Background: an optimization exercise with open tools, aiming at small area and few clock cycles per item. Do not read the settings as production practice.
The RTL was checked by simulation tests, not by an equivalence proof against the original design.
Power figures rest on the tool's default switching activity, not on a simulated workload.

job 9948:
## dot_top
module dot_top (
    input  logic        clk,
    input  logic        rst,
    input  dot_pkg::sample_vec_t a_data,
    input  logic        a_last,
    input  logic        a_valid,
    output logic        a_ready,
    input  dot_pkg::sample_vec_t b_data,
    input  logic        b_valid,
    output logic        b_ready,
    output dot_pkg::sum_t        out_data,
    output logic        out_last,
    output logic        out_valid,
    input  logic        out_ready
);
export LEC_CHECK = 0
export CAP_MARGIN = 20
export CORE_MARGIN = 2
export CORE_UTILIZATION = 40
export SLEW_MARGIN = 20
export SYNTH_HIERARCHICAL = 1
export SYNTH_MINIMUM_KEEP_SIZE = 0
create_clock -name core_clock -period 5.5 [get_ports {clk}]
standard.sh (not shown) runs the stock make flow with config.mk's settings and CLKGATE_MAP_FILE= SYNTH_SCRIPT=/design/flow/synth_recipe.tcl, a recipe that flattens the netlist after the stock synthesis.
==> flow/flow/run.sh <==
#!/bin/bash
# The standard layout (the standard.sh, all of it), with two changes:
# the port buffers are the smallest buffer cell, and before floorplanning
# every combinational cell is set to its smallest drive strength
# (flow/downsize.tcl); the flow's repair steps size cells up where timing
# needs it. Every tool's output is in standard.log here and in ORFS's own
# logs under orfs/logs.
set -e
export BUFFER_PORTS_ARGS="-buffer_cell sky130_fd_sc_hd__buf_1"
export PRE_FLOORPLAN_TCL="$PWD/flow/downsize.tcl"
export GLOBAL_PLACEMENT_ARGS="-keep_resize_below_overflow 0"
export CTS_ARGS="-sink_clustering_enable -repair_clock_nets -root_buf sky130_fd_sc_hd__clkbuf_8 -buf_list sky130_fd_sc_hd__clkbuf_8 -dont_use_dummy_load"
bash standard.sh > standard.log 2>&1
==> flow/flow/downsize.tcl <==
# Run before floorplanning (PRE_FLOORPLAN_TCL): put every combinational cell
# in the smallest drive strength of its footprint. Floorplanning's timing
# repair and the later repair steps size up again where timing needs it.
set db [ord::get_db]
set block [ord::get_db_block]
set dont_use [split $::env(DONT_USE_CELLS)]
set swapped 0
foreach inst [$block getInsts] {
  set m [$inst getMaster]
  if { [$m isSequential] } { continue }
  set name [$m getName]
  if { ![regexp {^(sky130_fd_sc_hd__[a-z0-9]+)_([0-9]+)$} $name -> base drive] } { continue }
  set best $m
  foreach d {0 1 2} {
    set cand [$db findMaster ${base}_$d]
    if { $cand eq "NULL" } { continue }
    if { [lsearch -exact $dont_use ${base}_$d] >= 0 } { continue }
    if { [$cand getWidth] < [$best getWidth] } { set best $cand }
  }
  if { $best ne $m } {
    $inst swapMaster $best
    incr swapped
  }
}
puts "downsize.tcl: swapped $swapped cells to a smaller drive strength"
Testbench counts of job 9948, summed over its fixed seeds: cycles 16,008, items 16,000.
[inputs] job 2572 vs job 9948
--- a/flow/flow/run.sh
+++ b/flow/flow/run.sh
@@ -9,5 +9,3 @@
 export BUFFER_PORTS_ARGS="-buffer_cell sky130_fd_sc_hd__buf_1"
 export PRE_FLOORPLAN_TCL="$PWD/flow/downsize.tcl"
-export GLOBAL_PLACEMENT_ARGS="-keep_resize_below_overflow 0"
-export CTS_ARGS="-sink_clustering_enable -repair_clock_nets -root_buf sky130_fd_sc_hd__clkbuf_8 -buf_list sky130_fd_sc_hd__clkbuf_8 -dont_use_dummy_load"
 bash standard.sh > standard.log 2>&1
Findings:
In job 2572 the final cell count turned out about 3.3% higher than in job 9948.
Changes observed in job 2572 relative to job 9948: deepest clock path buffer count comparable; power density over the cells now smaller; arrival time of the worst setup path now smaller; minimum clock period now smaller.
Of job 9948 and job 2572, the run reporting the higher routing usage on met3 was job 2572.
diff inputs: job 2572 => job 9182
--- a/flow/config.mk
+++ b/flow/config.mk
@@ -9,4 +9,5 @@
 export CORE_MARGIN = 2
 export CORE_UTILIZATION = 40
+export GPL_TIMING_DRIVEN = 0
 export SLEW_MARGIN = 20
 export SYNTH_HIERARCHICAL = 1
### Flow results
- Job 9182 did not stop at any stage, and its layout met the timing, DRC and antenna checks.
- Lower all-layer global routing usage among job 9182 and job 2572: job 9182
- Relative to job 2572, the hold slack of job 9182 is higher by 0.0061 ns.
- Compared to job 2572, job 9182 has weighted congestion at the end of routability-driven global placement about 5% lower.

## v55
Starting RTL as in the previous note.
==> flow/design.v (excerpt) <==
module dot_top (
    input  logic        clk,
    input  logic        rst,
    input  dot_pkg::sample_vec_t a_data,
    input  logic        a_last,
    input  logic        a_valid,
    output logic        a_ready,
    input  dot_pkg::sample_vec_t b_data,
    input  logic        b_valid,
    output logic        b_ready,
    output dot_pkg::sum_t        out_data,
    output logic        out_last,
    output logic        out_valid,
    input  logic        out_ready
);
export LEC_CHECK = 0
export CAP_MARGIN = 20
export CORE_MARGIN = 2
export CORE_UTILIZATION = 40
export SLEW_MARGIN = 20
export SYNTH_HIERARCHICAL = 1
export SYNTH_MINIMUM_KEEP_SIZE = 0
create_clock -name core_clock -period 5.5 [get_ports {clk}]
==> flow/flow/run.sh <==
#!/bin/bash
# The standard layout (the standard.sh, all of it), with two changes:
# the port buffers are the smallest buffer cell, and before floorplanning
# every combinational cell is set to its smallest drive strength
# (flow/downsize.tcl); the flow's repair steps size cells up where timing
# needs it. Every tool's output is in standard.log here and in ORFS's own
# logs under orfs/logs.
set -e
export BUFFER_PORTS_ARGS="-buffer_cell sky130_fd_sc_hd__buf_1"
export PRE_FLOORPLAN_TCL="$PWD/flow/downsize.tcl"
export GLOBAL_PLACEMENT_ARGS="-keep_resize_below_overflow 0"
export CTS_ARGS="-sink_clustering_enable -repair_clock_nets -root_buf sky130_fd_sc_hd__clkbuf_8 -buf_list sky130_fd_sc_hd__clkbuf_8 -dont_use_dummy_load -sink_clustering_size 40 -sink_clustering_max_diameter 300"
bash standard.sh > standard.log 2>&1
Scripts as last shown in full above: flow/flow/downsize.tcl
Testbench counts of v55, summed over its fixed seeds: cycles 16,008, items 16,000.
### v55 -> v7
- CORE_UTILIZATION changed from 40 to 60
-- flow/flow/run.sh --
<<< v55, line 12
export CTS_ARGS="-sink_clustering_enable -repair_clock_nets -root_buf sky130_fd_sc_hd__clkbuf_8 -buf_list sky130_fd_sc_hd__clkbuf_8 -dont_use_dummy_load -sink_clustering_size 40 -sink_clustering_max_diameter 300"
>>> v7, line 12
export CTS_ARGS="-sink_clustering_enable -repair_clock_nets -root_buf sky130_fd_sc_hd__clkbuf_8 -buf_list sky130_fd_sc_hd__clkbuf_8 -dont_use_dummy_load"
Results
v55 ended up with r5_1$_DFFE_PP_ as its endpoint of the worst setup timing path; v7 ended up with r9_0$_DFFE_PP_.
Looking at v7 and v55, the clock network power share is a wash.
As of v7, total met3 wirelength after detailed routing had risen slightly compared to v55.
Portion of total power attributed to sequential cells of v55 is on par with v7.
| peak clock frequency supported by timing | v7 vs v55 | 1.0 MHz higher |
> inputs changed (v7 -> v29)
- CORE_UTILIZATION changed from 60 to 40
-- flow/flow/run.sh --
<<< v7, line 12
export CTS_ARGS="-sink_clustering_enable -repair_clock_nets -root_buf sky130_fd_sc_hd__clkbuf_8 -buf_list sky130_fd_sc_hd__clkbuf_8 -dont_use_dummy_load"
>>> v29, line 12
Notes after the runs:
- Compared v29 vs v7, and number of cells after detailed placement is up in v29.
- Normalized max-slew margin for v29: 0.72 points up relative to v7
- v29 ends up with higher routed wire length than v7 does.
- v29 against v7: worst setup slack went down, share of final-layout standard cells stronger than drive strength 1 increased 0.30 points.
What v23 does differently from v29 at the input level:
-- flow/flow/run.sh --
<<< v29, line 12
>>> v23, line 12
export CTS_ARGS="-sink_clustering_enable -repair_clock_nets -root_buf sky130_fd_sc_hd__clkbuf_8 -buf_list sky130_fd_sc_hd__clkbuf_8 -dont_use_dummy_load"
export RECOVER_POWER=100
==> run notes <==
v23 ended with every stage complete and zero timing, DRC or antenna violations.
v23 against v29: number of vias after detailed routing comparable; power of the clock network now smaller.
The smallest setup slack after layout number comes out higher for v29 vs v23.
Final core utilization (lower): v23
v23 vs v29 — violation count after the first detailed-routing iteration climbed by more than 10%

dot_top, a different RTL version from the one above (not shown whole).
Size in the first run: about 560 cells after synthesis, about 88 I/O pins.
==> flow/design.v (excerpt) <==
module dot_top (
    input  logic        clk,
    input  logic        rst,
    input  dot_pkg::sample_vec_t a_data,
    input  logic        a_last,
    input  logic        a_valid,
    output logic        a_ready,
    input  dot_pkg::sample_vec_t b_data,
    input  logic        b_valid,
    output logic        b_ready,
    output dot_pkg::sum_t        out_data,
    output logic        out_last,
    output logic        out_valid,
    input  logic        out_ready
);
export LEC_CHECK = 0
export CAP_MARGIN = 20
export CORE_MARGIN = 2
export CORE_UTILIZATION = 75
export SLEW_MARGIN = 20
export SYNTH_HIERARCHICAL = 1
export SYNTH_MINIMUM_KEEP_SIZE = 0
create_clock -name core_clock -period 5.5 [get_ports {clk}]
==> flow/flow/run.sh <==
#!/bin/bash
# The standard layout (the standard.sh, all of it), with two changes:
# the port buffers are the smallest buffer cell, and before floorplanning
# every combinational cell is set to its smallest drive strength
# (flow/downsize.tcl); the flow's repair steps size cells up where timing
# needs it. Every tool's output is in standard.log here and in ORFS's own
# logs under orfs/logs.
set -e
export BUFFER_PORTS_ARGS="-buffer_cell sky130_fd_sc_hd__buf_1"
export PRE_FLOORPLAN_TCL="$PWD/flow/downsize.tcl"
export GLOBAL_PLACEMENT_ARGS="-keep_resize_below_overflow 0"
export CTS_ARGS="-sink_clustering_enable -repair_clock_nets -root_buf sky130_fd_sc_hd__clkbuf_8 -buf_list sky130_fd_sc_hd__clkbuf_8 -dont_use_dummy_load"
bash standard.sh > standard.log 2>&1
Scripts as last shown in full above: flow/flow/downsize.tcl
Testbench counts at the start, summed over its fixed seeds: cycles 16,008, items 16,000.
Change:
--- a/flow/flow/run.sh
+++ b/flow/flow/run.sh
@@ -11,3 +11,3 @@
 export GLOBAL_PLACEMENT_ARGS="-keep_resize_below_overflow 0"
-export CTS_ARGS="-sink_clustering_enable -repair_clock_nets -root_buf sky130_fd_sc_hd__clkbuf_8 -buf_list sky130_fd_sc_hd__clkbuf_8 -dont_use_dummy_load"
+export CTS_ARGS="-sink_clustering_enable -repair_clock_nets -root_buf sky130_fd_sc_hd__clkbuf_8 -buf_list sky130_fd_sc_hd__clkbuf_4 -dont_use_dummy_load"
 bash standard.sh > standard.log 2>&1
- CORE_UTILIZATION: 75 -> 60
Register-to-register slack improved by 0.02 ns.
Cell count climbs by 4.2%.
Non-clock buffer count is unchanged.
Global-route usage drops by 8.5 points.
Fmax climbs by 0.99%.
Sequential share of layout area hardly moves.
Utilization drops by 16 points.
Change:
--- a/flow/flow/run.sh
+++ b/flow/flow/run.sh
@@ -11,3 +11,3 @@
 export GLOBAL_PLACEMENT_ARGS="-keep_resize_below_overflow 0"
-export CTS_ARGS="-sink_clustering_enable -repair_clock_nets -root_buf sky130_fd_sc_hd__clkbuf_8 -buf_list sky130_fd_sc_hd__clkbuf_4 -dont_use_dummy_load"
+export CTS_ARGS="-sink_clustering_enable -repair_clock_nets -root_buf sky130_fd_sc_hd__clkbuf_8 -buf_list sky130_fd_sc_hd__clkbuf_8 -dont_use_dummy_load"
 bash standard.sh > standard.log 2>&1
The new run finished with timing, DRC and antenna clean.
Non-clock buffer count does not change.
Die area does not change.
Core utilization is unchanged.
Setup slack stays the same.
Sequential power barely changes.
Via count stays the same.

## separate check: timing with driven ports
In the flow no input, the clock included, has a driving cell. The finished layouts below were timed again as built, in two steps. Step 1: set_driving_cell puts a clkbuf_16 on clk and a buf_2 on each other input, an assumption about the parent block. Step 2, shift: input delay + t, output delay - t, t = (earliest + latest rising clock arrival at the registers) / 2. This alone moves slack from input paths to output paths. Slacks: no drivers / after step 1 / after step 2; pairs: no drivers / after step 1.
run | t, ns | setup slack, ns | latest minus earliest clock arrival (ns) | pins driven straight from the clock port
job 9948 | 0.283 | 0.201 / 0.203 / -0.080 | 0.006 / 0.006 | 1
job 2572 | 0.287 | 0.487 / 0.492 / 0.205 | 0.002 / 0.001 | 1
job 9182 | 0.286 | 0.194 / 0.198 / -0.088 | 0.002 / 0.002 | 1
v55 | 0.283 | 0.201 / 0.203 / -0.080 | 0.006 / 0.006 | 1
v7 | 0.288 | 0.230 / 0.228 / -0.061 | 0.003 / 0.003 | 1
v29 | 0.286 | 0.218 / 0.227 / -0.060 | 0.003 / 0.003 | 1
v23 | 0.283 | 0.204 / 0.207 / -0.076 | 0.006 / 0.006 | 1
the first run of note 3 | 0.298 | 0.182 / 0.191 / -0.107 | 0.006 / 0.007 | 1
the second run of note 3 | 0.282 | 0.234 / 0.241 / -0.041 | 0.012 / 0.011 | 1
the third run of note 3 | 0.282 | 0.234 / 0.241 / -0.041 | 0.012 / 0.011 | 1
With both steps, setup timing fails in 9 of these runs, where it was met with ideal ports. The setup slack of v7, which loses most, moves by -0.002 ns with the drivers and by -0.291 ns with both steps.
